Context: an optimization exercise on an open-source flow, tuned for small area and a short achievable clock period. The choices shown serve that exercise and are no tape-out recipe.
RTL that was checked went through simulation tests only; none was proved equivalent to the original.
Function not checked in run 2: the RTL went through the layout flow alone.
Power and IR drop assume default switching activity.

==> flow/design.v (outline; a module is shown in full before it is edited, if it fits) <==
// module iq_integrate_dump: 474 lines
// module iq_demod_lpf: 74 lines
// module iq_mix_tree: 572 lines
module iq_demod_lpf
#(
  parameter int IN_W  = iq_demod_pkg::DEF_IN_W,
  parameter int CAR_W = iq_demod_pkg::DEF_CAR_W,
  parameter int DECIM = iq_demod_pkg::DEF_DECIM,
  parameter int OUT_W = iq_demod_pkg::DEF_OUT_W,
  parameter int SHIFT = iq_demod_pkg::DEF_SHIFT
) (
  input  logic                    clk,
  input  logic                    reset_n,
  input  logic                    sample_en,
  input  logic                    sym_start,
  input  logic signed [IN_W-1:0]  y_in,
  input  logic signed [CAR_W-1:0] i_car,
  input  logic signed [CAR_W-1:0] q_car,
  output logic signed [OUT_W-1:0] i_out,
  output logic signed [OUT_W-1:0] q_out,
  output logic                    out_valid,
  output logic                    overflow
);
  // ...
==> flow/flow/run.sh <==
#!/bin/bash
set -euo pipefail
bash standard.sh SETUP_SLACK_MARGIN=5.5 "BUFFER_PORTS_ARGS=-buffer_cell sky130_fd_sc_hd__buf_2" finish > layout.log 2>&1
==> flow/standard.sh <==
#!/bin/bash
# synth_recipe.tcl (not shown) runs the flow's synth.tcl, then flattens the netlist and writes it again
# the make line also repeats each setting of config.mk as NAME=value (left out here)
make -C /OpenROAD-flow-scripts/flow DESIGN_CONFIG=/design/flow/config.mk WORK_HOME=/design/flow/orfs CLKGATE_MAP_FILE= SYNTH_SCRIPT=/design/flow/synth_recipe.tcl "${@:-finish}"
==> flow/config.mk <==
export PLATFORM = sky130hd
export DESIGN_NAME = iq_demod_lpf
export DESIGN_NICKNAME = iq_demod_lpf
export VERILOG_FILES = /design/flow/design.v
export SDC_FILE = /design/flow/constraint.sdc
export NUM_CORES = 4
export LEC_CHECK = 0
export ABC_AREA = 1
export CAP_MARGIN = 20
export CORE_MARGIN = 2
export CORE_UTILIZATION = 40
export CTS_BUF_LIST = sky130_fd_sc_hd__clkbuf_8
export CTS_CLUSTER_SIZE = 24
export PLACE_DENSITY = 0.6
export SLEW_MARGIN = 20
==> flow/constraint.sdc <==
create_clock -name core_clock -period 10.5 [get_ports {clk}]
set_input_delay 2.1000 -clock core_clock [delete_from_list [all_inputs] [get_ports {clk}]]
set_output_delay 2.1000 -clock core_clock [all_outputs]
set_load 0.01 [all_outputs]
==> impl_metrics.py, run 1 <==
metrics = {
    "status": {
        "status": "finished clean",
    },
    "final_layout": {
        "largest_reg_flops": 133,
        "diodes": 2,
        "nNonClkInverters": 649,
        "clk_share_pct": 3.92,
        "multi_input_area_sq_um": 27300,
        "final_cell_mix": "inv_1, xor2_1, fa_1",
    },
    "routing": {
        "top_layer": "met5",
        "drc": 0,
        "wl_microns": 125000,
    },
    "synth": {
        "synth_common_cells": "inv_1, xor2_1, fa_1",
        "synthAdderAreaFrac_pct": 36.1,
        "synth.most_common_cell": "inv_1",
        "synthFlopType": "dfxtp_1",
        "synth-compound-area-share_pct": 11.1,
    },
    "floorplanning": {
        "fp.coreArea_sq_um": 95300,
        "rows": 113,
    },
    "pwr": {
        "p_seq_share_pct": 16.7,
        "combPwrFrac_pct": 71.4,
    },
    "grt": {
        "antenna_found_initial": 3,
        "grt_max_degree": 103,
        "grtUsageMet1_pct": 33.3,
    },
    "timing": {
        "fin_crit_ns": 5.02,
        "worstMarginPinSlew_ns": 1.14,
    },
    "place": {
        "placed_area_sq_um": 40600,
    },
    "worst_hold_path": {
        "holdPathEnd": "u_int_q.data_q[11]$_SDFFE_PN0P_",
        "hold_depth": 2,
    },
    "setup_path": {
        "critPathMaxStageDelay_ns": 0.59,
        "worstPathMaxFanout": 14,
    },
}
==> module iq_integrate_dump, before the edit <==
module iq_integrate_dump (
  input  logic                clk,
  input  logic                reset_n,
  input  logic                vld_i,    
  input  logic                clr_i,    
  input  logic                dump_i,   
  input  logic [137:0]        prod_i,
  output logic signed [23:0] data_o,
  output logic                ovf_o
);
  logic [50:0] acc_q, ra, rb, sum;
  logic signed [23:0] data_q, sat;
  logic ovf_q, oor;
  logic s1, c2, s3, c4, s5, c6, s7, c8, s9, c10, s11, c12, s13, c14, s15, c16, s17, c18, s19, c20, s21, c22, s23, c24, s25, c26, s27, c28, s29, c30, s31, c32, s33, c34, s35, c36, s37, c38, s39, c40, s41, c42, s43, c44, s45, c46, s47, c48, s49, c50, s51, c52, s53, c54, s55, c56, s57, c58, s59, c60, s61, c62, s63, c64, s65, c66, s67, c68, s69, c70, s71, c72, s73, c74, s75, c76, s77, c78, s79, c80, s81, c82, s83, c84, s85, c86, s87, c88, s89, c90, s91, c92, s93, c94, s95, c96, s97, c98, s99, c100, s101, c102, s103, c104, s105, c106, s107, c108, s109, c110, s111, c112, s113, c114, s115, c116, s117, c118, s119, c120, s121, c122, s123, c124, s125, c126, s127, c128, s129, c130, s131, c132, s133, c134, s135, c136, s137, c138, s139, c140, s141, c142, s143, c144, s145, c146, s147, c148, s149, c150, s151, c152, s153, c154, s155, c156, s157, c158, s159, c160, s161, c162, s163, c164, s165, c166, s167, c168, s169, c170, s171, c172, s173, c174, s175, c176, s177, c178, s179, c180, s181, c182, s183, c184, s185, c186, s187, c188, s189, c190;
  assign s1 = acc_q[0] ^ prod_i[0];
  assign c2 = acc_q[0] & prod_i[0];
  assign s3 = acc_q[1] ^ prod_i[2];
  assign c4 = acc_q[1] & prod_i[2];
  assign {c6, s5} = {1'b0, acc_q[2]} + {1'b0, prod_i[3]} + {1'b0, prod_i[4]};
  assign s7 = prod_i[5] ^ c4;
  assign c8 = prod_i[5] & c4;
  assign {c10, s9} = {1'b0, acc_q[3]} + {1'b0, prod_i[6]} + {1'b0, prod_i[7]};
  assign s11 = c6 ^ c8;
  assign c12 = c6 & c8;
  assign {c14, s13} = {1'b0, acc_q[4]} + {1'b0, prod_i[10]} + {1'b0, prod_i[8]};
  assign {c16, s15} = {1'b0, prod_i[9]} + {1'b0, c10} + {1'b0, s13};
  assign {c18, s17} = {1'b0, acc_q[5]} + {1'b0, prod_i[11]} + {1'b0, prod_i[12]};
  assign {c20, s19} = {1'b0, prod_i[13]} + {1'b0, c14} + {1'b0, s17};
  assign {c22, s21} = {1'b0, acc_q[6]} + {1'b0, prod_i[14]} + {1'b0, prod_i[15]};
  assign {c24, s23} = {1'b0, prod_i[16]} + {1'b0, c18} + {1'b0, s21};
  assign {c26, s25} = {1'b0, acc_q[7]} + {1'b0, prod_i[17]} + {1'b0, prod_i[18]};
  assign {c28, s27} = {1'b0, prod_i[19]} + {1'b0, c22} + {1'b0, s25};
  assign {c30, s29} = {1'b0, acc_q[8]} + {1'b0, prod_i[20]} + {1'b0, prod_i[21]};
  assign {c32, s31} = {1'b0, prod_i[22]} + {1'b0, c26} + {1'b0, s29};
  assign {c34, s33} = {1'b0, acc_q[9]} + {1'b0, prod_i[23]} + {1'b0, prod_i[24]};
  assign {c36, s35} = {1'b0, prod_i[25]} + {1'b0, c30} + {1'b0, s33};
  assign {c38, s37} = {1'b0, acc_q[10]} + {1'b0, prod_i[26]} + {1'b0, prod_i[27]};
  assign {c40, s39} = {1'b0, prod_i[28]} + {1'b0, c34} + {1'b0, s37};
  assign {c42, s41} = {1'b0, acc_q[11]} + {1'b0, prod_i[29]} + {1'b0, prod_i[30]};
  assign {c44, s43} = {1'b0, prod_i[31]} + {1'b0, c38} + {1'b0, s41};
  assign {c46, s45} = {1'b0, acc_q[12]} + {1'b0, prod_i[32]} + {1'b0, prod_i[33]};
  assign {c48, s47} = {1'b0, prod_i[34]} + {1'b0, c42} + {1'b0, s45};
  assign {c50, s49} = {1'b0, acc_q[13]} + {1'b0, prod_i[35]} + {1'b0, prod_i[36]};
  assign {c52, s51} = {1'b0, prod_i[37]} + {1'b0, c46} + {1'b0, s49};
  assign {c54, s53} = {1'b0, acc_q[14]} + {1'b0, prod_i[38]} + {1'b0, prod_i[39]};
  assign {c56, s55} = {1'b0, prod_i[40]} + {1'b0, c50} + {1'b0, s53};
  assign {c58, s57} = {1'b0, acc_q[15]} + {1'b0, prod_i[41]} + {1'b0, prod_i[42]};
  assign {c60, s59} = {1'b0, prod_i[43]} + {1'b0, c54} + {1'b0, s57};
  assign {c62, s61} = {1'b0, acc_q[16]} + {1'b0, prod_i[44]} + {1'b0, prod_i[45]};
  assign {c64, s63} = {1'b0, prod_i[46]} + {1'b0, c58} + {1'b0, s61};
  assign {c66, s65} = {1'b0, acc_q[17]} + {1'b0, prod_i[47]} + {1'b0, prod_i[48]};
  assign {c68, s67} = {1'b0, prod_i[49]} + {1'b0, c62} + {1'b0, s65};
  assign {c70, s69} = {1'b0, acc_q[18]} + {1'b0, prod_i[50]} + {1'b0, prod_i[51]};
  assign {c72, s71} = {1'b0, prod_i[52]} + {1'b0, c66} + {1'b0, s69};
  assign {c74, s73} = {1'b0, acc_q[19]} + {1'b0, prod_i[53]} + {1'b0, prod_i[54]};
  assign {c76, s75} = {1'b0, prod_i[55]} + {1'b0, c70} + {1'b0, s73};
  assign {c78, s77} = {1'b0, acc_q[20]} + {1'b0, prod_i[56]} + {1'b0, prod_i[57]};
  assign {c80, s79} = {1'b0, prod_i[58]} + {1'b0, c74} + {1'b0, s77};
  assign {c82, s81} = {1'b0, acc_q[21]} + {1'b0, prod_i[59]} + {1'b0, prod_i[60]};
  assign {c84, s83} = {1'b0, prod_i[61]} + {1'b0, c78} + {1'b0, s81};
  assign {c86, s85} = {1'b0, acc_q[22]} + {1'b0, prod_i[62]} + {1'b0, prod_i[63]};
  assign {c88, s87} = {1'b0, prod_i[64]} + {1'b0, c82} + {1'b0, s85};
  assign {c90, s89} = {1'b0, acc_q[23]} + {1'b0, prod_i[65]} + {1'b0, prod_i[66]};
  assign {c92, s91} = {1'b0, prod_i[67]} + {1'b0, c86} + {1'b0, s89};
  assign {c94, s93} = {1'b0, acc_q[24]} + {1'b0, prod_i[68]} + {1'b0, prod_i[69]};
  assign {c96, s95} = {1'b0, prod_i[70]} + {1'b0, c90} + {1'b0, s93};
  assign {c98, s97} = {1'b0, acc_q[25]} + {1'b0, prod_i[71]} + {1'b0, prod_i[72]};
  assign {c100, s99} = {1'b0, prod_i[73]} + {1'b0, c94} + {1'b0, s97};
  assign {c102, s101} = {1'b0, acc_q[26]} + {1'b0, prod_i[74]} + {1'b0, prod_i[75]};
  assign {c104, s103} = {1'b0, prod_i[76]} + {1'b0, c98} + {1'b0, s101};
  assign {c106, s105} = {1'b0, acc_q[27]} + {1'b0, prod_i[77]} + {1'b0, prod_i[78]};
  assign {c108, s107} = {1'b0, prod_i[79]} + {1'b0, c102} + {1'b0, s105};
  assign {c110, s109} = {1'b0, acc_q[28]} + {1'b0, prod_i[80]} + {1'b0, prod_i[81]};
  assign {c112, s111} = {1'b0, prod_i[82]} + {1'b0, c106} + {1'b0, s109};
  assign {c114, s113} = {1'b0, acc_q[29]} + {1'b0, prod_i[83]} + {1'b0, prod_i[84]};
  assign {c116, s115} = {1'b0, prod_i[85]} + {1'b0, c110} + {1'b0, s113};
  assign {c118, s117} = {1'b0, acc_q[30]} + {1'b0, prod_i[86]} + {1'b0, prod_i[87]};
  assign {c120, s119} = {1'b0, prod_i[88]} + {1'b0, c114} + {1'b0, s117};
  assign {c122, s121} = {1'b0, acc_q[31]} + {1'b0, prod_i[89]} + {1'b0, prod_i[90]};
  assign {c124, s123} = {1'b0, prod_i[91]} + {1'b0, c118} + {1'b0, s121};
  assign {c126, s125} = {1'b0, acc_q[32]} + {1'b0, prod_i[92]} + {1'b0, prod_i[93]};
  assign {c128, s127} = {1'b0, prod_i[94]} + {1'b0, c122} + {1'b0, s125};
  assign {c130, s129} = {1'b0, acc_q[33]} + {1'b0, prod_i[95]} + {1'b0, prod_i[96]};
  assign {c132, s131} = {1'b0, prod_i[97]} + {1'b0, c126} + {1'b0, s129};
  assign {c134, s133} = {1'b0, acc_q[34]} + {1'b0, prod_i[100]} + {1'b0, prod_i[98]};
  assign {c136, s135} = {1'b0, prod_i[99]} + {1'b0, c130} + {1'b0, s133};
  assign {c138, s137} = {1'b0, acc_q[35]} + {1'b0, prod_i[101]} + {1'b0, prod_i[102]};
  assign {c140, s139} = {1'b0, prod_i[103]} + {1'b0, c134} + {1'b0, s137};
  assign {c142, s141} = {1'b0, acc_q[36]} + {1'b0, prod_i[104]} + {1'b0, prod_i[105]};
  assign {c144, s143} = {1'b0, prod_i[106]} + {1'b0, c138} + {1'b0, s141};
  assign {c146, s145} = {1'b0, acc_q[37]} + {1'b0, prod_i[107]} + {1'b0, prod_i[108]};
  assign {c148, s147} = {1'b0, prod_i[109]} + {1'b0, c142} + {1'b0, s145};
  assign {c150, s149} = {1'b0, acc_q[38]} + {1'b0, prod_i[110]} + {1'b0, prod_i[111]};
  assign {c152, s151} = {1'b0, prod_i[112]} + {1'b0, c146} + {1'b0, s149};
  assign {c154, s153} = {1'b0, acc_q[39]} + {1'b0, prod_i[113]} + {1'b0, prod_i[114]};
  assign {c156, s155} = {1'b0, prod_i[115]} + {1'b0, c150} + {1'b0, s153};
  assign {c158, s157} = {1'b0, acc_q[40]} + {1'b0, prod_i[116]} + {1'b0, prod_i[117]};
  assign {c160, s159} = {1'b0, prod_i[118]} + {1'b0, c154} + {1'b0, s157};
  assign {c162, s161} = {1'b0, acc_q[41]} + {1'b0, prod_i[119]} + {1'b0, prod_i[120]};
  assign {c164, s163} = {1'b0, prod_i[121]} + {1'b0, c158} + {1'b0, s161};
  assign {c166, s165} = {1'b0, acc_q[42]} + {1'b0, prod_i[122]} + {1'b0, prod_i[123]};
  assign {c168, s167} = {1'b0, prod_i[124]} + {1'b0, c162} + {1'b0, s165};
  assign {c170, s169} = {1'b0, acc_q[43]} + {1'b0, prod_i[125]} + {1'b0, prod_i[126]};
  assign {c172, s171} = {1'b0, prod_i[127]} + {1'b0, c166} + {1'b0, s169};
  assign {c174, s173} = {1'b0, acc_q[44]} + {1'b0, prod_i[128]} + {1'b0, prod_i[129]};
  assign {c176, s175} = {1'b0, prod_i[130]} + {1'b0, c170} + {1'b0, s173};
  assign {c178, s177} = {1'b0, acc_q[45]} + {1'b0, prod_i[131]} + {1'b0, prod_i[132]};
  assign s179 = c174 ^ s177;
  assign c180 = c174 & s177;
  assign {c182, s181} = {1'b0, acc_q[46]} + {1'b0, prod_i[133]} + {1'b0, c178};
  assign s183 = acc_q[47] ^ prod_i[134];
  assign c184 = acc_q[47] & prod_i[134];
  assign s185 = acc_q[48] ^ prod_i[135];
  assign c186 = acc_q[48] & prod_i[135];
  assign s187 = acc_q[49] ^ prod_i[136];
  assign c188 = acc_q[49] & prod_i[136];
  assign s189 = acc_q[50] ^ prod_i[137];
  assign c190 = acc_q[50] & prod_i[137];
  assign ra = {c188, c186, c184, s183, c180, s179, c172, c168, c164, c160, c156, c152, c148, c144, c140, c136, c132, c128, c124, c120, c116, c112, c108, c104, c100, c96, c92, c88, c84, c80, c76, c72, c68, c64, c60, c56, c52, c48, c44, c40, c36, c32, c28, c24, c20, c16, c12, s9, s5, c2, prod_i[1]};
  assign rb = {s189, s187, s185, c182, s181, c176, s175, s171, s167, s163, s159, s155, s151, s147, s143, s139, s135, s131, s127, s123, s119, s115, s111, s107, s103, s99, s95, s91, s87, s83, s79, s75, s71, s67, s63, s59, s55, s51, s47, s43, s39, s35, s31, s27, s23, s19, s15, s11, s7, s3, s1};
  logic g1, p2, g3, p4, g5, p6, g7, p8, g9, p10, g11, p12, g13, p14, g15, p16, g17, p18, g19, p20, g21, p22, g23, p24, g25, p26, g27, p28, g29, p30, g31, p32, g33, p34, g35, p36, g37, p38, g39, p40, g41, p42, g43, p44, g45, p46, g47, p48, g49, p50, g51, p52, g53, p54, g55, p56, g57, p58, g59, p60, g61, p62, g63, p64, g65, p66, g67, p68, g69, p70, g71, p72, g73, p74, g75, p76, g77, p78, g79, p80, g81, p82, g83, p84, g85, p86, g87, p88, g89, p90, g91, p92, g93, p94, g95, p96, g97, p98, g99, p100, g101, p102, G103, P104, G105, P106, G107, P108, G109, P110, G111, P112, G113, P114, G115, P116, G117, P118, G119, P120, G121, P122, G123, P124, G125, P126, G127, P128, G129, P130, G131, P132, G133, P134, G135, P136, G137, P138, G139, P140, G141, P142, G143, P144, G145, P146, G147, P148, G149, P150, G151, P152, G153, P154, G155, P156, G157, P158, G159, P160, G161, P162, G163, P164, G165, P166, G167, P168, G169, P170, G171, P172, G173, P174, G175, P176, G177, P178, G179, P180, G181, P182, G183, P184, G185, P186, G187, P188, G189, P190, G191, P192, G193, P194, G195, P196, G197, P198, G199, P200, G201, P202, G203, P204, G205, P206, G207, P208, G209, P210, G211, P212, G213, P214, G215, P216, G217, P218, G219, P220, G221, P222, G223, P224, G225, P226, G227, P228, G229, P230, G231, P232, G233, P234, G235, P236, G237, P238, G239, P240, G241, P242, G243, P244, G245, P246, G247, P248, G249, P250, G251, P252, G253, P254, G255, P256, G257, P258, G259, P260, G261, P262, G263, P264, G265, P266, G267, P268, G269, P270, G271, P272, G273, P274, G275, P276, G277, P278, G279, P280, G281, P282, G283, P284, G285, P286, y287, y288, y289, y290, y291, y292, y293, y294, y295, y296, y297, y298, y299, y300, y301, y302, y303, y304, y305, y306, y307, y308, y309, y310, y311, y312, y313, y314, y315, y316, y317, y318, y319, y320, y321, y322, y323, y324, y325, y326, y327, y328, y329, y330, y331, y332, y333, y334, y335, y336;
  assign g1 = ra[0] & rb[0];
  assign p2 = ra[0] ^ rb[0];
  assign g3 = ra[1] & rb[1];
  assign p4 = ra[1] ^ rb[1];
  assign g5 = ra[2] & rb[2];
  assign p6 = ra[2] ^ rb[2];
  assign g7 = ra[3] & rb[3];
  assign p8 = ra[3] ^ rb[3];
  assign g9 = ra[4] & rb[4];
  assign p10 = ra[4] ^ rb[4];
  assign g11 = ra[5] & rb[5];
  assign p12 = ra[5] ^ rb[5];
  assign g13 = ra[6] & rb[6];
  assign p14 = ra[6] ^ rb[6];
  assign g15 = ra[7] & rb[7];
  assign p16 = ra[7] ^ rb[7];
  assign g17 = ra[8] & rb[8];
  assign p18 = ra[8] ^ rb[8];
  assign g19 = ra[9] & rb[9];
  assign p20 = ra[9] ^ rb[9];
  assign g21 = ra[10] & rb[10];
  assign p22 = ra[10] ^ rb[10];
  assign g23 = ra[11] & rb[11];
  assign p24 = ra[11] ^ rb[11];
  assign g25 = ra[12] & rb[12];
  assign p26 = ra[12] ^ rb[12];
  assign g27 = ra[13] & rb[13];
  assign p28 = ra[13] ^ rb[13];
  assign g29 = ra[14] & rb[14];
  assign p30 = ra[14] ^ rb[14];
  assign g31 = ra[15] & rb[15];
  assign p32 = ra[15] ^ rb[15];
  assign g33 = ra[16] & rb[16];
  assign p34 = ra[16] ^ rb[16];
  assign g35 = ra[17] & rb[17];
  assign p36 = ra[17] ^ rb[17];
  assign g37 = ra[18] & rb[18];
  assign p38 = ra[18] ^ rb[18];
  assign g39 = ra[19] & rb[19];
  assign p40 = ra[19] ^ rb[19];
  assign g41 = ra[20] & rb[20];
  assign p42 = ra[20] ^ rb[20];
  assign g43 = ra[21] & rb[21];
  assign p44 = ra[21] ^ rb[21];
  assign g45 = ra[22] & rb[22];
  assign p46 = ra[22] ^ rb[22];
  assign g47 = ra[23] & rb[23];
  assign p48 = ra[23] ^ rb[23];
  assign g49 = ra[24] & rb[24];
  assign p50 = ra[24] ^ rb[24];
  assign g51 = ra[25] & rb[25];
  assign p52 = ra[25] ^ rb[25];
  assign g53 = ra[26] & rb[26];
  assign p54 = ra[26] ^ rb[26];
  assign g55 = ra[27] & rb[27];
  assign p56 = ra[27] ^ rb[27];
  assign g57 = ra[28] & rb[28];
  assign p58 = ra[28] ^ rb[28];
  assign g59 = ra[29] & rb[29];
  assign p60 = ra[29] ^ rb[29];
  assign g61 = ra[30] & rb[30];
  assign p62 = ra[30] ^ rb[30];
  assign g63 = ra[31] & rb[31];
  assign p64 = ra[31] ^ rb[31];
  assign g65 = ra[32] & rb[32];
  assign p66 = ra[32] ^ rb[32];
  assign g67 = ra[33] & rb[33];
  assign p68 = ra[33] ^ rb[33];
  assign g69 = ra[34] & rb[34];
  assign p70 = ra[34] ^ rb[34];
  assign g71 = ra[35] & rb[35];
  assign p72 = ra[35] ^ rb[35];
  assign g73 = ra[36] & rb[36];
  assign p74 = ra[36] ^ rb[36];
  assign g75 = ra[37] & rb[37];
  assign p76 = ra[37] ^ rb[37];
  assign g77 = ra[38] & rb[38];
  assign p78 = ra[38] ^ rb[38];
  assign g79 = ra[39] & rb[39];
  assign p80 = ra[39] ^ rb[39];
  assign g81 = ra[40] & rb[40];
  assign p82 = ra[40] ^ rb[40];
  assign g83 = ra[41] & rb[41];
  assign p84 = ra[41] ^ rb[41];
  assign g85 = ra[42] & rb[42];
  assign p86 = ra[42] ^ rb[42];
  assign g87 = ra[43] & rb[43];
  assign p88 = ra[43] ^ rb[43];
  assign g89 = ra[44] & rb[44];
  assign p90 = ra[44] ^ rb[44];
  assign g91 = ra[45] & rb[45];
  assign p92 = ra[45] ^ rb[45];
  assign g93 = ra[46] & rb[46];
  assign p94 = ra[46] ^ rb[46];
  assign g95 = ra[47] & rb[47];
  assign p96 = ra[47] ^ rb[47];
  assign g97 = ra[48] & rb[48];
  assign p98 = ra[48] ^ rb[48];
  assign g99 = ra[49] & rb[49];
  assign p100 = ra[49] ^ rb[49];
  assign g101 = ra[50] & rb[50];
  assign p102 = ra[50] ^ rb[50];
  assign G103 = g3 | (p4 & g1);
  assign P104 = p4 & p2;
  assign G105 = g7 | (p8 & g5);
  assign P106 = p8 & p6;
  assign G107 = g11 | (p12 & g9);
  assign P108 = p12 & p10;
  assign G109 = g15 | (p16 & g13);
  assign P110 = p16 & p14;
  assign G111 = g19 | (p20 & g17);
  assign P112 = p20 & p18;
  assign G113 = g23 | (p24 & g21);
  assign P114 = p24 & p22;
  assign G115 = g27 | (p28 & g25);
  assign P116 = p28 & p26;
  assign G117 = g31 | (p32 & g29);
  assign P118 = p32 & p30;
  assign G119 = g35 | (p36 & g33);
  assign P120 = p36 & p34;
  assign G121 = g39 | (p40 & g37);
  assign P122 = p40 & p38;
  assign G123 = g43 | (p44 & g41);
  assign P124 = p44 & p42;
  assign G125 = g47 | (p48 & g45);
  assign P126 = p48 & p46;
  assign G127 = g51 | (p52 & g49);
  assign P128 = p52 & p50;
  assign G129 = g55 | (p56 & g53);
  assign P130 = p56 & p54;
  assign G131 = g59 | (p60 & g57);
  assign P132 = p60 & p58;
  assign G133 = g63 | (p64 & g61);
  assign P134 = p64 & p62;
  assign G135 = g67 | (p68 & g65);
  assign P136 = p68 & p66;
  assign G137 = g71 | (p72 & g69);
  assign P138 = p72 & p70;
  assign G139 = g75 | (p76 & g73);
  assign P140 = p76 & p74;
  assign G141 = g79 | (p80 & g77);
  assign P142 = p80 & p78;
  assign G143 = g83 | (p84 & g81);
  assign P144 = p84 & p82;
  assign G145 = g87 | (p88 & g85);
  assign P146 = p88 & p86;
  assign G147 = g91 | (p92 & g89);
  assign P148 = p92 & p90;
  assign G149 = g95 | (p96 & g93);
  assign P150 = p96 & p94;
  assign G151 = g99 | (p100 & g97);
  assign P152 = p100 & p98;
  assign G153 = G105 | (P106 & G103);
  assign P154 = P106 & P104;
  assign G155 = G109 | (P110 & G107);
  assign P156 = P110 & P108;
  assign G157 = G113 | (P114 & G111);
  assign P158 = P114 & P112;
  assign G159 = G117 | (P118 & G115);
  assign P160 = P118 & P116;
  assign G161 = G121 | (P122 & G119);
  assign P162 = P122 & P120;
  assign G163 = G125 | (P126 & G123);
  assign P164 = P126 & P124;
  assign G165 = G129 | (P130 & G127);
  assign P166 = P130 & P128;
  assign G167 = G133 | (P134 & G131);
  assign P168 = P134 & P132;
  assign G169 = G137 | (P138 & G135);
  assign P170 = P138 & P136;
  assign G171 = G141 | (P142 & G139);
  assign P172 = P142 & P140;
  assign G173 = G145 | (P146 & G143);
  assign P174 = P146 & P144;
  assign G175 = G149 | (P150 & G147);
  assign P176 = P150 & P148;
  assign G177 = G155 | (P156 & G153);
  assign P178 = P156 & P154;
  assign G179 = G159 | (P160 & G157);
  assign P180 = P160 & P158;
  assign G181 = G163 | (P164 & G161);
  assign P182 = P164 & P162;
  assign G183 = G167 | (P168 & G165);
  assign P184 = P168 & P166;
  assign G185 = G171 | (P172 & G169);
  assign P186 = P172 & P170;
  assign G187 = G175 | (P176 & G173);
  assign P188 = P176 & P174;
  assign G189 = G179 | (P180 & G177);
  assign P190 = P180 & P178;
  assign G191 = G183 | (P184 & G181);
  assign P192 = P184 & P182;
  assign G193 = G187 | (P188 & G185);
  assign P194 = P188 & P186;
  assign G195 = G191 | (P192 & G189);
  assign P196 = P192 & P190;
  assign G197 = G193 | (P194 & G195);
  assign P198 = P194 & P196;
  assign G199 = G181 | (P182 & G189);
  assign P200 = P182 & P190;
  assign G201 = G185 | (P186 & G195);
  assign P202 = P186 & P196;
  assign G203 = G157 | (P158 & G177);
  assign P204 = P158 & P178;
  assign G205 = G161 | (P162 & G189);
  assign P206 = P162 & P190;
  assign G207 = G165 | (P166 & G199);
  assign P208 = P166 & P200;
  assign G209 = G169 | (P170 & G195);
  assign P210 = P170 & P196;
  assign G211 = G173 | (P174 & G201);
  assign P212 = P174 & P202;
  assign G213 = G107 | (P108 & G153);
  assign P214 = P108 & P154;
  assign G215 = G111 | (P112 & G177);
  assign P216 = P112 & P178;
  assign G217 = G115 | (P116 & G203);
  assign P218 = P116 & P204;
  assign G219 = G119 | (P120 & G189);
  assign P220 = P120 & P190;
  assign G221 = G123 | (P124 & G205);
  assign P222 = P124 & P206;
  assign G223 = G127 | (P128 & G199);
  assign P224 = P128 & P200;
  assign G225 = G131 | (P132 & G207);
  assign P226 = P132 & P208;
  assign G227 = G135 | (P136 & G195);
  assign P228 = P136 & P196;
  assign G229 = G139 | (P140 & G209);
  assign P230 = P140 & P210;
  assign G231 = G143 | (P144 & G201);
  assign P232 = P144 & P202;
  assign G233 = G147 | (P148 & G211);
  assign P234 = P148 & P212;
  assign G235 = G151 | (P152 & G197);
  assign P236 = P152 & P198;
  assign G237 = g5 | (p6 & G103);
  assign P238 = p6 & P104;
  assign G239 = g9 | (p10 & G153);
  assign P240 = p10 & P154;
  assign G241 = g13 | (p14 & G213);
  assign P242 = p14 & P214;
  assign G243 = g17 | (p18 & G177);
  assign P244 = p18 & P178;
  assign G245 = g21 | (p22 & G215);
  assign P246 = p22 & P216;
  assign G247 = g25 | (p26 & G203);
  assign P248 = p26 & P204;
  assign G249 = g29 | (p30 & G217);
  assign P250 = p30 & P218;
  assign G251 = g33 | (p34 & G189);
  assign P252 = p34 & P190;
  assign G253 = g37 | (p38 & G219);
  assign P254 = p38 & P220;
  assign G255 = g41 | (p42 & G205);
  assign P256 = p42 & P206;
  assign G257 = g45 | (p46 & G221);
  assign P258 = p46 & P222;
  assign G259 = g49 | (p50 & G199);
  assign P260 = p50 & P200;
  assign G261 = g53 | (p54 & G223);
  assign P262 = p54 & P224;
  assign G263 = g57 | (p58 & G207);
  assign P264 = p58 & P208;
  assign G265 = g61 | (p62 & G225);
  assign P266 = p62 & P226;
  assign G267 = g65 | (p66 & G195);
  assign P268 = p66 & P196;
  assign G269 = g69 | (p70 & G227);
  assign P270 = p70 & P228;
  assign G271 = g73 | (p74 & G209);
  assign P272 = p74 & P210;
  assign G273 = g77 | (p78 & G229);
  assign P274 = p78 & P230;
  assign G275 = g81 | (p82 & G201);
  assign P276 = p82 & P202;
  assign G277 = g85 | (p86 & G231);
  assign P278 = p86 & P232;
  assign G279 = g89 | (p90 & G211);
  assign P280 = p90 & P212;
  assign G281 = g93 | (p94 & G233);
  assign P282 = p94 & P234;
  assign G283 = g97 | (p98 & G197);
  assign P284 = p98 & P198;
  assign G285 = g101 | (p102 & G235);
  assign P286 = p102 & P236;
  assign y287 = p4 ^ g1;
  assign y288 = p6 ^ G103;
  assign y289 = p8 ^ G237;
  assign y290 = p10 ^ G153;
  assign y291 = p12 ^ G239;
  assign y292 = p14 ^ G213;
  assign y293 = p16 ^ G241;
  assign y294 = p18 ^ G177;
  assign y295 = p20 ^ G243;
  assign y296 = p22 ^ G215;
  assign y297 = p24 ^ G245;
  assign y298 = p26 ^ G203;
  assign y299 = p28 ^ G247;
  assign y300 = p30 ^ G217;
  assign y301 = p32 ^ G249;
  assign y302 = p34 ^ G189;
  assign y303 = p36 ^ G251;
  assign y304 = p38 ^ G219;
  assign y305 = p40 ^ G253;
  assign y306 = p42 ^ G205;
  assign y307 = p44 ^ G255;
  assign y308 = p46 ^ G221;
  assign y309 = p48 ^ G257;
  assign y310 = p50 ^ G199;
  assign y311 = p52 ^ G259;
  assign y312 = p54 ^ G223;
  assign y313 = p56 ^ G261;
  assign y314 = p58 ^ G207;
  assign y315 = p60 ^ G263;
  assign y316 = p62 ^ G225;
  assign y317 = p64 ^ G265;
  assign y318 = p66 ^ G195;
  assign y319 = p68 ^ G267;
  assign y320 = p70 ^ G227;
  assign y321 = p72 ^ G269;
  assign y322 = p74 ^ G209;
  assign y323 = p76 ^ G271;
  assign y324 = p78 ^ G229;
  assign y325 = p80 ^ G273;
  assign y326 = p82 ^ G201;
  assign y327 = p84 ^ G275;
  assign y328 = p86 ^ G231;
  assign y329 = p88 ^ G277;
  assign y330 = p90 ^ G211;
  assign y331 = p92 ^ G279;
  assign y332 = p94 ^ G233;
  assign y333 = p96 ^ G281;
  assign y334 = p98 ^ G197;
  assign y335 = p100 ^ G283;
  assign y336 = p102 ^ G235;
  assign sum = {y336, y335, y334, y333, y332, y331, y330, y329, y328, y327, y326, y325, y324, y323, y322, y321, y320, y319, y318, y317, y316, y315, y314, y313, y312, y311, y310, y309, y308, y307, y306, y305, y304, y303, y302, y301, y300, y299, y298, y297, y296, y295, y294, y293, y292, y291, y290, y289, y288, y287, p2};
  assign oor = ~((sum[50:47] == 4'b0000) || (sum[50:47] == 4'b1111));
  assign sat = oor ? {sum[50], {23{~sum[50]}}} : sum[47:24];
  always_ff @(posedge clk) begin
    if (clr_i)      acc_q <= '0;
    else            acc_q <= sum;
    if (!reset_n) begin
      data_q <= '0;
      ovf_q  <= 1'b0;
    end else if (dump_i) begin
      data_q <= sat;
      if (oor) ovf_q <= 1'b1;
    end
  end
  assign data_o = data_q;
  assign ovf_o  = ovf_q;
endmodule
==> run 2, diff against run 1 <==
--- a/flow/design.v
+++ b/flow/design.v
@@ -125,7 +125,7 @@
   assign c190 = acc_q[50] & prod_i[137];
   assign ra = {c188, c186, c184, s183, c180, s179, c172, c168, c164, c160, c156, c152, c148, c144, c140, c136, c132, c128, c124, c120, c116, c112, c108, c104, c100, c96, c92, c88, c84, c80, c76, c72, c68, c64, c60, c56, c52, c48, c44, c40, c36, c32, c28, c24, c20, c16, c12, s9, s5, c2, prod_i[1]};
   assign rb = {s189, s187, s185, c182, s181, c176, s175, s171, s167, s163, s159, s155, s151, s147, s143, s139, s135, s131, s127, s123, s119, s115, s111, s107, s103, s99, s95, s91, s87, s83, s79, s75, s71, s67, s63, s59, s55, s51, s47, s43, s39, s35, s31, s27, s23, s19, s15, s11, s7, s3, s1};
-  logic g1, p2, g3, p4, g5, p6, g7, p8, g9, p10, g11, p12, g13, p14, g15, p16, g17, p18, g19, p20, g21, p22, g23, p24, g25, p26, g27, p28, g29, p30, g31, p32, g33, p34, g35, p36, g37, p38, g39, p40, g41, p42, g43, p44, g45, p46, g47, p48, g49, p50, g51, p52, g53, p54, g55, p56, g57, p58, g59, p60, g61, p62, g63, p64, g65, p66, g67, p68, g69, p70, g71, p72, g73, p74, g75, p76, g77, p78, g79, p80, g81, p82, g83, p84, g85, p86, g87, p88, g89, p90, g91, p92, g93, p94, g95, p96, g97, p98, g99, p100, g101, p102, G103, P104, G105, P106, G107, P108, G109, P110, G111, P112, G113, P114, G115, P116, G117, P118, G119, P120, G121, P122, G123, P124, G125, P126, G127, P128, G129, P130, G131, P132, G133, P134, G135, P136, G137, P138, G139, P140, G141, P142, G143, P144, G145, P146, G147, P148, G149, P150, G151, P152, G153, P154, G155, P156, G157, P158, G159, P160, G161, P162, G163, P164, G165, P166, G167, P168, G169, P170, G171, P172, G173, P174, G175, P176, G177, P178, G179, P180, G181, P182, G183, P184, G185, P186, G187, P188, G189, P190, G191, P192, G193, P194, G195, P196, G197, P198, G199, P200, G201, P202, G203, P204, G205, P206, G207, P208, G209, P210, G211, P212, G213, P214, G215, P216, G217, P218, G219, P220, G221, P222, G223, P224, G225, P226, G227, P228, G229, P230, G231, P232, G233, P234, G235, P236, G237, P238, G239, P240, G241, P242, G243, P244, G245, P246, G247, P248, G249, P250, G251, P252, G253, P254, G255, P256, G257, P258, G259, P260, G261, P262, G263, P264, G265, P266, G267, P268, G269, P270, G271, P272, G273, P274, G275, P276, G277, P278, G279, P280, G281, P282, G283, P284, G285, P286, y287, y288, y289, y290, y291, y292, y293, y294, y295, y296, y297, y298, y299, y300, y301, y302, y303, y304, y305, y306, y307, y308, y309, y310, y311, y312, y313, y314, y315, y316, y317, y318, y319, y320, y321, y322, y323, y324, y325, y326, y327, y328, y329, y330, y331, y332, y333, y334, y335, y336;
+  logic g1, p2, g3, p4, g5, p6, g7, p8, g9, p10, g11, p12, g13, p14, g15, p16, g17, p18, g19, p20, g21, p22, g23, p24, g25, p26, g27, p28, g29, p30, g31, p32, g33, p34, g35, p36, g37, p38, g39, p40, g41, p42, g43, p44, g45, p46, g47, p48, g49, p50, g51, p52, g53, p54, g55, p56, g57, p58, g59, p60, g61, p62, g63, p64, g65, p66, g67, p68, g69, p70, g71, p72, g73, p74, g75, p76, g77, p78, g79, p80, g81, p82, g83, p84, g85, p86, g87, p88, g89, p90, g91, p92, g93, p94, g95, p96, g97, p98, g99, p100, g101, p102, G103, P104, G105, P106, G107, P108, G109, P110, G111, P112, G113, P114, G115, P116, G117, P118, G119, P120, G121, P122, G123, P124, G125, P126, G127, P128, G129, P130, G131, P132, G133, P134, G135, P136, G137, P138, G139, P140, G141, P142, G143, P144, G145, P146, G147, P148, G149, P150, G151, P152, G153, P154, G155, P156, G157, P158, G159, P160, G161, P162, G163, P164, G165, P166, G167, P168, G169, P170, G171, P172, G173, P174, G175, P176, G177, P178, G179, P180, G181, P182, G183, P184, G185, P186, G187, P188, G189, P190, G191, P192, G193, P194, G195, P196, G197, P198, G199, P200, G201, P202, G203, P204, G205, P206, G207, P208, G209, P210, G211, P212, G213, P214, G215, P216, G217, P218, G219, P220, G221, P222, G223, P224, G225, P226, G227, P228, G229, P230, G231, P232, G233, P234, G235, P236, G237, P238, G239, P240, G241, P242, G243, P244, G245, P246, G247, P248, G249, P250, G251, P252, G253, P254, G255, P256, G257, P258, G259, P260, G261, P262, G263, P264, G265, P266, G267, P268, G269, P270, G271, P272, G273, P274, G275, P276, G277, P278, G279, P280, G281, P282, G283, P284, G285, P286, G287, P288, G289, P290, G291, P292, G293, P294, G295, P296, G297, P298, G299, P300, G301, P302, G303, P304, G305, P306, G307, P308, G309, P310, G311, P312, G313, P314, G315, P316, G317, P318, G319, P320, G321, P322, G323, P324, G325, P326, G327, P328, G329, P330, G331, P332, G333, P334, G335, P336, G337, P338, G339, P340, G341, P342, G343, P344, G345, P346, G347, P348, G349, P350, G351, P352, G353, P354, G355, P356, G357, P358, G359, P360, G361, P362, G363, P364, G365, P366, G367, P368, G369, P370, G371, P372, G373, P374, y375, y376, y377, y378, y379, y380, y381, y382, y383, y384, y385, y386, y387, y388, y389, y390, y391, y392, y393, y394, y395, y396, y397, y398, y399, y400, y401, y402, y403, y404, y405, y406, y407, y408, y409, y410, y411, y412, y413, y414, y415, y416, y417, y418, y419, y420, y421, y422, y423, y424;
   assign g1 = ra[0] & rb[0];
   assign p2 = ra[0] ^ rb[0];
   assign g3 = ra[1] & rb[1];
@@ -278,191 +278,279 @@
   assign P150 = p96 & p94;
   assign G151 = g99 | (p100 & g97);
   assign P152 = p100 & p98;
-  assign G153 = G105 | (P106 & G103);
-  assign P154 = P106 & P104;
-  assign G155 = G109 | (P110 & G107);
-  assign P156 = P110 & P108;
-  assign G157 = G113 | (P114 & G111);
-  assign P158 = P114 & P112;
-  assign G159 = G117 | (P118 & G115);
-  assign P160 = P118 & P116;
-  assign G161 = G121 | (P122 & G119);
-  assign P162 = P122 & P120;
-  assign G163 = G125 | (P126 & G123);
-  assign P164 = P126 & P124;
-  assign G165 = G129 | (P130 & G127);
-  assign P166 = P130 & P128;
-  assign G167 = G133 | (P134 & G131);
-  assign P168 = P134 & P132;
-  assign G169 = G137 | (P138 & G135);
-  assign P170 = P138 & P136;
-  assign G171 = G141 | (P142 & G139);
-  assign P172 = P142 & P140;
-  assign G173 = G145 | (P146 & G143);
-  assign P174 = P146 & P144;
-  assign G175 = G149 | (P150 & G147);
-  assign P176 = P150 & P148;
-  assign G177 = G155 | (P156 & G153);
-  assign P178 = P156 & P154;
-  assign G179 = G159 | (P160 & G157);
-  assign P180 = P160 & P158;
-  assign G181 = G163 | (P164 & G161);
-  assign P182 = P164 & P162;
-  assign G183 = G167 | (P168 & G165);
-  assign P184 = P168 & P166;
-  assign G185 = G171 | (P172 & G169);
-  assign P186 = P172 & P170;
-  assign G187 = G175 | (P176 & G173);
-  assign P188 = P176 & P174;
-  assign G189 = G179 | (P180 & G177);
-  assign P190 = P180 & P178;
-  assign G191 = G183 | (P184 & G181);
-  assign P192 = P184 & P182;
-  assign G193 = G187 | (P188 & G185);
-  assign P194 = P188 & P186;
-  assign G195 = G191 | (P192 & G189);
-  assign P196 = P192 & P190;
-  assign G197 = G193 | (P194 & G195);
-  assign P198 = P194 & P196;
-  assign G199 = G181 | (P182 & G189);
-  assign P200 = P182 & P190;
-  assign G201 = G185 | (P186 & G195);
-  assign P202 = P186 & P196;
-  assign G203 = G157 | (P158 & G177);
-  assign P204 = P158 & P178;
-  assign G205 = G161 | (P162 & G189);
-  assign P206 = P162 & P190;
-  assign G207 = G165 | (P166 & G199);
-  assign P208 = P166 & P200;
-  assign G209 = G169 | (P170 & G195);
-  assign P210 = P170 & P196;
-  assign G211 = G173 | (P174 & G201);
-  assign P212 = P174 & P202;
-  assign G213 = G107 | (P108 & G153);
-  assign P214 = P108 & P154;
-  assign G215 = G111 | (P112 & G177);
-  assign P216 = P112 & P178;
-  assign G217 = G115 | (P116 & G203);
-  assign P218 = P116 & P204;
-  assign G219 = G119 | (P120 & G189);
-  assign P220 = P120 & P190;
-  assign G221 = G123 | (P124 & G205);
-  assign P222 = P124 & P206;
-  assign G223 = G127 | (P128 & G199);
-  assign P224 = P128 & P200;
-  assign G225 = G131 | (P132 & G207);
-  assign P226 = P132 & P208;
-  assign G227 = G135 | (P136 & G195);
-  assign P228 = P136 & P196;
-  assign G229 = G139 | (P140 & G209);
-  assign P230 = P140 & P210;
-  assign G231 = G143 | (P144 & G201);
-  assign P232 = P144 & P202;
-  assign G233 = G147 | (P148 & G211);
-  assign P234 = P148 & P212;
-  assign G235 = G151 | (P152 & G197);
-  assign P236 = P152 & P198;
-  assign G237 = g5 | (p6 & G103);
-  assign P238 = p6 & P104;
-  assign G239 = g9 | (p10 & G153);
-  assign P240 = p10 & P154;
-  assign G241 = g13 | (p14 & G213);
-  assign P242 = p14 & P214;
-  assign G243 = g17 | (p18 & G177);
-  assign P244 = p18 & P178;
-  assign G245 = g21 | (p22 & G215);
-  assign P246 = p22 & P216;
-  assign G247 = g25 | (p26 & G203);
-  assign P248 = p26 & P204;
-  assign G249 = g29 | (p30 & G217);
-  assign P250 = p30 & P218;
-  assign G251 = g33 | (p34 & G189);
-  assign P252 = p34 & P190;
-  assign G253 = g37 | (p38 & G219);
-  assign P254 = p38 & P220;
-  assign G255 = g41 | (p42 & G205);
-  assign P256 = p42 & P206;
-  assign G257 = g45 | (p46 & G221);
-  assign P258 = p46 & P222;
-  assign G259 = g49 | (p50 & G199);
-  assign P260 = p50 & P200;
-  assign G261 = g53 | (p54 & G223);
-  assign P262 = p54 & P224;
-  assign G263 = g57 | (p58 & G207);
-  assign P264 = p58 & P208;
-  assign G265 = g61 | (p62 & G225);
-  assign P266 = p62 & P226;
-  assign G267 = g65 | (p66 & G195);
-  assign P268 = p66 & P196;
-  assign G269 = g69 | (p70 & G227);
-  assign P270 = p70 & P228;
-  assign G271 = g73 | (p74 & G209);
-  assign P272 = p74 & P210;
-  assign G273 = g77 | (p78 & G229);
-  assign P274 = p78 & P230;
-  assign G275 = g81 | (p82 & G201);
-  assign P276 = p82 & P202;
-  assign G277 = g85 | (p86 & G231);
-  assign P278 = p86 & P232;
-  assign G279 = g89 | (p90 & G211);
-  assign P280 = p90 & P212;
-  assign G281 = g93 | (p94 & G233);
-  assign P282 = p94 & P234;
-  assign G283 = g97 | (p98 & G197);
-  assign P284 = p98 & P198;
-  assign G285 = g101 | (p102 & G235);
-  assign P286 = p102 & P236;
-  assign y287 = p4 ^ g1;
-  assign y288 = p6 ^ G103;
-  assign y289 = p8 ^ G237;
-  assign y290 = p10 ^ G153;
-  assign y291 = p12 ^ G239;
-  assign y292 = p14 ^ G213;
-  assign y293 = p16 ^ G241;
-  assign y294 = p18 ^ G177;
-  assign y295 = p20 ^ G243;
-  assign y296 = p22 ^ G215;
-  assign y297 = p24 ^ G245;
-  assign y298 = p26 ^ G203;
-  assign y299 = p28 ^ G247;
-  assign y300 = p30 ^ G217;
-  assign y301 = p32 ^ G249;
-  assign y302 = p34 ^ G189;
-  assign y303 = p36 ^ G251;
-  assign y304 = p38 ^ G219;
-  assign y305 = p40 ^ G253;
-  assign y306 = p42 ^ G205;
-  assign y307 = p44 ^ G255;
-  assign y308 = p46 ^ G221;
-  assign y309 = p48 ^ G257;
-  assign y310 = p50 ^ G199;
-  assign y311 = p52 ^ G259;
-  assign y312 = p54 ^ G223;
-  assign y313 = p56 ^ G261;
-  assign y314 = p58 ^ G207;
-  assign y315 = p60 ^ G263;
-  assign y316 = p62 ^ G225;
-  assign y317 = p64 ^ G265;
-  assign y318 = p66 ^ G195;
-  assign y319 = p68 ^ G267;
-  assign y320 = p70 ^ G227;
-  assign y321 = p72 ^ G269;
-  assign y322 = p74 ^ G209;
-  assign y323 = p76 ^ G271;
-  assign y324 = p78 ^ G229;
-  assign y325 = p80 ^ G273;
-  assign y326 = p82 ^ G201;
-  assign y327 = p84 ^ G275;
-  assign y328 = p86 ^ G231;
-  assign y329 = p88 ^ G277;
-  assign y330 = p90 ^ G211;
-  assign y331 = p92 ^ G279;
-  assign y332 = p94 ^ G233;
-  assign y333 = p96 ^ G281;
-  assign y334 = p98 ^ G197;
-  assign y335 = p100 ^ G283;
-  assign y336 = p102 ^ G235;
-  assign sum = {y336, y335, y334, y333, y332, y331, y330, y329, y328, y327, y326, y325, y324, y323, y322, y321, y320, y319, y318, y317, y316, y315, y314, y313, y312, y311, y310, y309, y308, y307, y306, y305, y304, y303, y302, y301, y300, y299, y298, y297, y296, y295, y294, y293, y292, y291, y290, y289, y288, y287, p2};
+  assign G153 = g5 | (p6 & G103);
+  assign P154 = p6 & P104;
+  assign G155 = G105 | (P106 & G103);
+  assign P156 = P106 & P104;
+  assign G157 = g13 | (p14 & G107);
+  assign P158 = p14 & P108;
+  assign G159 = G109 | (P110 & G107);
+  assign P160 = P110 & P108;
+  assign G161 = g21 | (p22 & G111);
+  assign P162 = p22 & P112;
+  assign G163 = G113 | (P114 & G111);
+  assign P164 = P114 & P112;
+  assign G165 = g29 | (p30 & G115);
+  assign P166 = p30 & P116;
+  assign G167 = G117 | (P118 & G115);
+  assign P168 = P118 & P116;
+  assign G169 = g37 | (p38 & G119);
+  assign P170 = p38 & P120;
+  assign G171 = G121 | (P122 & G119);
+  assign P172 = P122 & P120;
+  assign G173 = g45 | (p46 & G123);
+  assign P174 = p46 & P124;
+  assign G175 = G125 | (P126 & G123);
+  assign P176 = P126 & P124;
+  assign G177 = g53 | (p54 & G127);
+  assign P178 = p54 & P128;
+  assign G179 = G129 | (P130 & G127);
+  assign P180 = P130 & P128;
+  assign G181 = g61 | (p62 & G131);
+  assign P182 = p62 & P132;
+  assign G183 = G133 | (P134 & G131);
+  assign P184 = P134 & P132;
+  assign G185 = g69 | (p70 & G135);
+  assign P186 = p70 & P136;
+  assign G187 = G137 | (P138 & G135);
+  assign P188 = P138 & P136;
+  assign G189 = g77 | (p78 & G139);
+  assign P190 = p78 & P140;
+  assign G191 = G141 | (P142 & G139);
+  assign P192 = P142 & P140;
+  assign G193 = g85 | (p86 & G143);
+  assign P194 = p86 & P144;
+  assign G195 = G145 | (P146 & G143);
+  assign P196 = P146 & P144;
+  assign G197 = g93 | (p94 & G147);
+  assign P198 = p94 & P148;
+  assign G199 = G149 | (P150 & G147);
+  assign P200 = P150 & P148;
+  assign G201 = g101 | (p102 & G151);
+  assign P202 = p102 & P152;
+  assign G203 = g9 | (p10 & G155);
+  assign P204 = p10 & P156;
+  assign G205 = G107 | (P108 & G155);
+  assign P206 = P108 & P156;
+  assign G207 = G157 | (P158 & G155);
+  assign P208 = P158 & P156;
+  assign G209 = G159 | (P160 & G155);
+  assign P210 = P160 & P156;
+  assign G211 = g25 | (p26 & G163);
+  assign P212 = p26 & P164;
+  assign G213 = G115 | (P116 & G163);
+  assign P214 = P116 & P164;
+  assign G215 = G165 | (P166 & G163);
+  assign P216 = P166 & P164;
+  assign G217 = G167 | (P168 & G163);
+  assign P218 = P168 & P164;
+  assign G219 = g41 | (p42 & G171);
+  assign P220 = p42 & P172;
+  assign G221 = G123 | (P124 & G171);
+  assign P222 = P124 & P172;
+  assign G223 = G173 | (P174 & G171);
+  assign P224 = P174 & P172;
+  assign G225 = G175 | (P176 & G171);
+  assign P226 = P176 & P172;
+  assign G227 = g57 | (p58 & G179);
+  assign P228 = p58 & P180;
+  assign G229 = G131 | (P132 & G179);
+  assign P230 = P132 & P180;
+  assign G231 = G181 | (P182 & G179);
+  assign P232 = P182 & P180;
+  assign G233 = G183 | (P184 & G179);
+  assign P234 = P184 & P180;
+  assign G235 = g73 | (p74 & G187);
+  assign P236 = p74 & P188;
+  assign G237 = G139 | (P140 & G187);
+  assign P238 = P140 & P188;
+  assign G239 = G189 | (P190 & G187);
+  assign P240 = P190 & P188;
+  assign G241 = G191 | (P192 & G187);
+  assign P242 = P192 & P188;
+  assign G243 = g89 | (p90 & G195);
+  assign P244 = p90 & P196;
+  assign G245 = G147 | (P148 & G195);
+  assign P246 = P148 & P196;
+  assign G247 = G197 | (P198 & G195);
+  assign P248 = P198 & P196;
+  assign G249 = G199 | (P200 & G195);
+  assign P250 = P200 & P196;
+  assign G251 = g17 | (p18 & G209);
+  assign P252 = p18 & P210;
+  assign G253 = G111 | (P112 & G209);
+  assign P254 = P112 & P210;
+  assign G255 = G161 | (P162 & G209);
+  assign P256 = P162 & P210;
+  assign G257 = G163 | (P164 & G209);
+  assign P258 = P164 & P210;
+  assign G259 = G211 | (P212 & G209);
+  assign P260 = P212 & P210;
+  assign G261 = G213 | (P214 & G209);
+  assign P262 = P214 & P210;
+  assign G263 = G215 | (P216 & G209);
+  assign P264 = P216 & P210;
+  assign G265 = G217 | (P218 & G209);
+  assign P266 = P218 & P210;
+  assign G267 = g49 | (p50 & G225);
+  assign P268 = p50 & P226;
+  assign G269 = G127 | (P128 & G225);
+  assign P270 = P128 & P226;
+  assign G271 = G177 | (P178 & G225);
+  assign P272 = P178 & P226;
+  assign G273 = G179 | (P180 & G225);
+  assign P274 = P180 & P226;
+  assign G275 = G227 | (P228 & G225);
+  assign P276 = P228 & P226;
+  assign G277 = G229 | (P230 & G225);
+  assign P278 = P230 & P226;
+  assign G279 = G231 | (P232 & G225);
+  assign P280 = P232 & P226;
+  assign G281 = G233 | (P234 & G225);
+  assign P282 = P234 & P226;
+  assign G283 = g81 | (p82 & G241);
+  assign P284 = p82 & P242;
+  assign G285 = G143 | (P144 & G241);
+  assign P286 = P144 & P242;
+  assign G287 = G193 | (P194 & G241);
+  assign P288 = P194 & P242;
+  assign G289 = G195 | (P196 & G241);
+  assign P290 = P196 & P242;
+  assign G291 = G243 | (P244 & G241);
+  assign P292 = P244 & P242;
+  assign G293 = G245 | (P246 & G241);
+  assign P294 = P246 & P242;
+  assign G295 = G247 | (P248 & G241);
+  assign P296 = P248 & P242;
+  assign G297 = G249 | (P250 & G241);
+  assign P298 = P250 & P242;
+  assign G299 = g33 | (p34 & G265);
+  assign P300 = p34 & P266;
+  assign G301 = G119 | (P120 & G265);
+  assign P302 = P120 & P266;
+  assign G303 = G169 | (P170 & G265);
+  assign P304 = P170 & P266;
+  assign G305 = G171 | (P172 & G265);
+  assign P306 = P172 & P266;
+  assign G307 = G219 | (P220 & G265);
+  assign P308 = P220 & P266;
+  assign G309 = G221 | (P222 & G265);
+  assign P310 = P222 & P266;
+  assign G311 = G223 | (P224 & G265);
+  assign P312 = P224 & P266;
+  assign G313 = G225 | (P226 & G265);
+  assign P314 = P226 & P266;
+  assign G315 = G267 | (P268 & G265);
+  assign P316 = P268 & P266;
+  assign G317 = G269 | (P270 & G265);
+  assign P318 = P270 & P266;
+  assign G319 = G271 | (P272 & G265);
+  assign P320 = P272 & P266;
+  assign G321 = G273 | (P274 & G265);
+  assign P322 = P274 & P266;
+  assign G323 = G275 | (P276 & G265);
+  assign P324 = P276 & P266;
+  assign G325 = G277 | (P278 & G265);
+  assign P326 = P278 & P266;
+  assign G327 = G279 | (P280 & G265);
+  assign P328 = P280 & P266;
+  assign G329 = G281 | (P282 & G265);
+  assign P330 = P282 & P266;
+  assign G331 = g97 | (p98 & G297);
+  assign P332 = p98 & P298;
+  assign G333 = G151 | (P152 & G297);
+  assign P334 = P152 & P298;
+  assign G335 = G201 | (P202 & G297);
+  assign P336 = P202 & P298;
+  assign G337 = g65 | (p66 & G329);
+  assign P338 = p66 & P330;
+  assign G339 = G135 | (P136 & G329);
+  assign P340 = P136 & P330;
+  assign G341 = G185 | (P186 & G329);
+  assign P342 = P186 & P330;
+  assign G343 = G187 | (P188 & G329);
+  assign P344 = P188 & P330;
+  assign G345 = G235 | (P236 & G329);
+  assign P346 = P236 & P330;
+  assign G347 = G237 | (P238 & G329);
+  assign P348 = P238 & P330;
+  assign G349 = G239 | (P240 & G329);
+  assign P350 = P240 & P330;
+  assign G351 = G241 | (P242 & G329);
+  assign P352 = P242 & P330;
+  assign G353 = G283 | (P284 & G329);
+  assign P354 = P284 & P330;
+  assign G355 = G285 | (P286 & G329);
+  assign P356 = P286 & P330;
+  assign G357 = G287 | (P288 & G329);
+  assign P358 = P288 & P330;
+  assign G359 = G289 | (P290 & G329);
+  assign P360 = P290 & P330;
+  assign G361 = G291 | (P292 & G329);
+  assign P362 = P292 & P330;
+  assign G363 = G293 | (P294 & G329);
+  assign P364 = P294 & P330;
+  assign G365 = G295 | (P296 & G329);
+  assign P366 = P296 & P330;
+  assign G367 = G297 | (P298 & G329);
+  assign P368 = P298 & P330;
+  assign G369 = G331 | (P332 & G329);
+  assign P370 = P332 & P330;
+  assign G371 = G333 | (P334 & G329);
+  assign P372 = P334 & P330;
+  assign G373 = G335 | (P336 & G329);
+  assign P374 = P336 & P330;
+  assign y375 = p4 ^ g1;
+  assign y376 = p6 ^ G103;
+  assign y377 = p8 ^ G153;
+  assign y378 = p10 ^ G155;
+  assign y379 = p12 ^ G203;
+  assign y380 = p14 ^ G205;
+  assign y381 = p16 ^ G207;
+  assign y382 = p18 ^ G209;
+  assign y383 = p20 ^ G251;
+  assign y384 = p22 ^ G253;
+  assign y385 = p24 ^ G255;
+  assign y386 = p26 ^ G257;
+  assign y387 = p28 ^ G259;
+  assign y388 = p30 ^ G261;
+  assign y389 = p32 ^ G263;
+  assign y390 = p34 ^ G265;
+  assign y391 = p36 ^ G299;
+  assign y392 = p38 ^ G301;
+  assign y393 = p40 ^ G303;
+  assign y394 = p42 ^ G305;
+  assign y395 = p44 ^ G307;
+  assign y396 = p46 ^ G309;
+  assign y397 = p48 ^ G311;
+  assign y398 = p50 ^ G313;
+  assign y399 = p52 ^ G315;
+  assign y400 = p54 ^ G317;
+  assign y401 = p56 ^ G319;
+  assign y402 = p58 ^ G321;
+  assign y403 = p60 ^ G323;
+  assign y404 = p62 ^ G325;
+  assign y405 = p64 ^ G327;
+  assign y406 = p66 ^ G329;
+  assign y407 = p68 ^ G337;
+  assign y408 = p70 ^ G339;
+  assign y409 = p72 ^ G341;
+  assign y410 = p74 ^ G343;
+  assign y411 = p76 ^ G345;
+  assign y412 = p78 ^ G347;
+  assign y413 = p80 ^ G349;
+  assign y414 = p82 ^ G351;
+  assign y415 = p84 ^ G353;
+  assign y416 = p86 ^ G355;
+  assign y417 = p88 ^ G357;
+  assign y418 = p90 ^ G359;
+  assign y419 = p92 ^ G361;
+  assign y420 = p94 ^ G363;
+  assign y421 = p96 ^ G365;
+  assign y422 = p98 ^ G367;
+  assign y423 = p100 ^ G369;
+  assign y424 = p102 ^ G371;
+  assign sum = {y424, y423, y422, y421, y420, y419, y418, y417, y416, y415, y414, y413, y412, y411, y410, y409, y408, y407, y406, y405, y404, y403, y402, y401, y400, y399, y398, y397, y396, y395, y394, y393, y392, y391, y390, y389, y388, y387, y386, y385, y384, y383, y382, y381, y380, y379, y378, y377, y376, y375, p2};
   assign oor = ~((sum[50:47] == 4'b0000) || (sum[50:47] == 4'b1111));
   assign sat = oor ? {sum[50], {23{~sum[50]}}} : sum[47:24];
   always_ff @(posedge clk) begin
==> flow/flow/run.sh (replaced) <==
#!/bin/bash
set -euo pipefail
bash standard.sh SETUP_SLACK_MARGIN=5.5 finish > layout.log 2>&1
==> impl_metrics.py, run 2 <==
metrics = {
    "floorplanning": {
        "rows": 115,
        "die_h_microns": 318,
        "ios": 126,
        "dieArea_sq_um": 101000,
        "chipWidth_microns": 318,
        "start_util_pct": 40.2,
        "fp.coreArea_sq_um": 98100,
    },
    "cts": {
        "numCtsBuffers": 76,
        "clock_path_buffers": 3,
        "cts_tree": "yes",
        "worstSkewPairLatency_ns": 0.73,
        "path_clk_slew_ns": 0.06,
        "htree_levels": 3,
        "clkSinkCount": 423,
        "cts_root_buf": "clkbuf_8",
    },
    "synth": {
        "ys.warnings.count": 2,
        "synth_common_cells": "inv_1, xor2_1, nand2_1",
        "synth_fp_nets": 5283,
        "synth.most_common_cell": "inv_1",
        "synth_area_leaders": "fa_1, dfxtp_1, xor2_1, o22ai_1, inv_1",
        "synthFlopType": "dfxtp_1",
        "yosysTopAreaCell": "fa_1",
        "synth-edff-count": 0,
        "avgSynthCellArea_sq_um": 8.81,
        "seq_area_frac_synth_pct": 21.4,
        "async_reset_ff_share_pct": 0,
        "netlist_area_sq_um": 39500,
        "synth_cell_types": 43,
        "synth_cells": 4483,
        "synth_top_area_share_pct": 27.7,
        "ys_ff_latch": 423,
    },
    "timing": {
        "drv_slew": 0,
        "clock.fmax_mhz": 198,
        "worst_slack_ns": 5.45,
        "setup_viol": 0,
        "fin_crit_ns": 5.05,
        "rsz0062_at_grt": "false",
        "hold_violations": 0,
        "worstMarginPinSlew_ns": 1.03,
        "relSlewSlack_pct": 31.6,
        "period_share_pct": 48.1,
        "finalSetupTns_ns": 0,
        "clock-skew-final_ns": 0.0391,
    },
    "setup_path": {
        "crit_slowest_cell": "clkinvlp_2",
        "crit_type": "primary input to register",
        "worstReg2RegEnd": "u_int_q.data_q[8]$_SDFFE_PN0P_",
        "reg2regPathDepth": 22,
        "arrival_ns": 5.63,
        "endpoint_kind": "register",
        "r2r-start": "prod_q_q[38]$_DFF_P_",
        "crit_chain": "clkdlybuf4s50_1 -> clkinvlp_2 -> o22ai_1 -> xor2_1 -> fa_1 -> fa_1 -> inv_1 -> fa_1",
        "critPathMaxStageDelay_ns": 0.71,
        "start_kind": "primary input",
        "r2r_setup_slack_ns": 6.41,
        "required_ns": 11.08,
        "path_buf_inv": 3,
        "path_common_cell": "fa_1",
        "critical-path-top-delay-family": "adder cells",
        "worstPathMaxFanout": 11,
    },
    "routing": {
        "first_iter_violations": 3660,
        "ant_nets": 0,
        "num_vias": 33300,
        "drc": 0,
        "routed_via_density": 5.58,
        "drt-pass1-iter-count": 8,
        "wl_per_cell_microns": 22.6,
        "wl_microns": 135000,
    },
    "place": {
        "io_buffers": 125,
        "place_ws_ns": 3.62,
        "dpl.hpwl_microns": 83300,
        "place_congestion": 0.924,
    },
    "grt": {
        "first_global_vias": 33600,
        "grt_pass1_wl_microns": 205000,
        "grtUsageTotal_pct": 26.4,
        "grt.overflow.total": 0,
        "grt_max_degree": 61,
        "antenna_found_initial": 5,
    },
    "worst_hold_path": {
        "holdPathEnd": "u_int_q.data_q[14]$_SDFFE_PN0P_",
        "hold_path.class": "register to register",
        "hold_depth": 2,
        "hold_start": "u_int_q.data_q[14]$_SDFFE_PN0P_",
    },
    "final_layout": {
        "drive_above_1_share_pct": 13.5,
        "syn2layout_area_growth_pct": 17.0,
        "final_common_cell": "inv_1",
        "nets": 5416,
        "reg_top3": "prod_i_q: 132 flops, prod_q_q: 132 flops",
        "final_cell_mix": "inv_1, xor2_1, nand2_1",
    },
    "flow_run": {
        "max_cap_viol_count": 0,
    },
    "pwr": {
        "pwr_density_cell_nw_per_um2": 316,
        "total_power_mw": 14.6,
        "ir_worst_vdd_mv": 0.196,
        "leakagePower_nw": 21.6,
    },
    "status": {
        "status": "finished clean",
    },
}
## run 2: power breakdown
group / internal [mW] / switching (mW)
Combinational: 3.78 / 6.68
Sequential: 2.15 / 0.278
Clock: 0.959 / 0.750
Total: 6.89 / 7.71
## run 2: repair_timing
item | CTS | global route
hold buffers | 0 | 0
endpoints found under the hold margin | 0 | 0
pin swaps | 20 | 26
cloned | 36 | 11
endpoints found under the setup margin | 163 | 71
setup buffers | 92 | 27
gates resized for setup | 193 | 139
## run 2: final cells by class
cell class | instances | area [sq um]
Timing Repair inverter | 23 | 143
Timing Repair Buffer | 337 | 3600
Clock buffer | 101 | 1390
Fill cell | 9268 | 51900
Inverter | 717 | 2850
Multi-Input combinational cell | 3038 | 27900
Clock inverter | 36 | 275
Tap cell | 1287 | 1610
Sequential cell | 423 | 8470
Antenna cell | 6 | 15.0
## run 2: logic make-up (layout without fill, tap and decap cells)
group                    count (synthesis)  after routing  share of synthesized area, %
buffers and inverters                 1029           1214                          10.1
AND/OR/NAND/NOR                        919            922                          9.81
AO/OA/AOI/OAI                          813            817                          12.5
adder cells (fa/ha/maj)                724            724                          33.3
XOR/XNOR                               575            575                          12.8
flip-flops                             423            423                          21.4
other                                    0              6                             0
## run 2: how the worst max path moves through the flow
stage	start	end	slack, ns	depth (start not counted)
2_1_floorplan	reset_n	prod_i_q[73]$_DFF_P_	5.41	14
3_3_place_gp	sample_en	prod_q_q[85]$_DFF_P_	3.66	10
3_5_place_dp	sample_en	prod_q_q[64]$_DFF_P_	3.62	10
4_1_cts	y_in[0]	prod_q_q[73]$_DFF_P_	5.50	13
6_report	q_car[7]	prod_q_q[79]$_DFF_P_	5.45	8
5_1_grt	reset_n	prod_i_q[70]$_DFF_P_	5.45	15
## run 2: worst reg2reg max path: cells and delay by family, from the launching register on
kind	cells	cell delay [ns]
fa+ha+maj	3	1.33
simple gates	17	2.26
flops	1	0.32
buf+inv	2	0.09
## run 2: layer usage
metal | vias to the layer above | global-route usage [%] | part of all wire [%]
met5 | - | 0.142 | 0.13
met4 | 4 | 15.1 | 7.1
met3 | 630 | 9.12 | 12
met2 | 2089 | 39.2 | 42
met1 | 16000 | 33.3 | 38
li1 | 14600 | - | -
## run 2: through the flow
step | area, sq um | util, % | std cells | hold slack, ns
3_3_place_gp | 42100 | 42.9 | 5658 | 0.439
2_1_floorplan | 40200 | - | 4483 | 0.450
6_report | 46200 | 47.1 | 5968 | 0.449
5_1_grt | 46200 | 47.1 | 5967 | 0.468
3_5_place_dp | 42100 | 42.9 | 5659 | 0.438
4_1_cts | 45400 | 46.3 | 5924 | 0.453

separate check: timing with driven ports:
The flow's constraints put no driver on any port. The routed layouts listed below were extracted and timed again, unchanged, in two steps. Step 1, drivers: a clkbuf_16 drives clk and a buf_2 each remaining input, both assumed. Step 2 moves the port delays by t, midway between the first and last clock arrival at a register: inputs arrive t later, outputs are due t later. That takes back most of the time a late clock gives input paths. a / b / c = ideal / step 1 / step 2; a / b = the first two.
run	t, ns	setup slack, ns	hold WS [ns]	worst setup path at the end	clock arrival spread, ns
run 1	0.788	5.481 / 5.484 / 4.696	0.447 / 0.447 / 0.447	input to register	0.056 / 0.057
run 2	0.779	5.452 / 5.479 / 4.700	0.449 / 0.449 / 0.449	input to register	0.046 / 0.046
After both steps setup and hold are still met in every run listed. For run 1, which loses most, drivers alone change the setup slack by +0.003 ns; drivers and shift together by -0.785 ns.
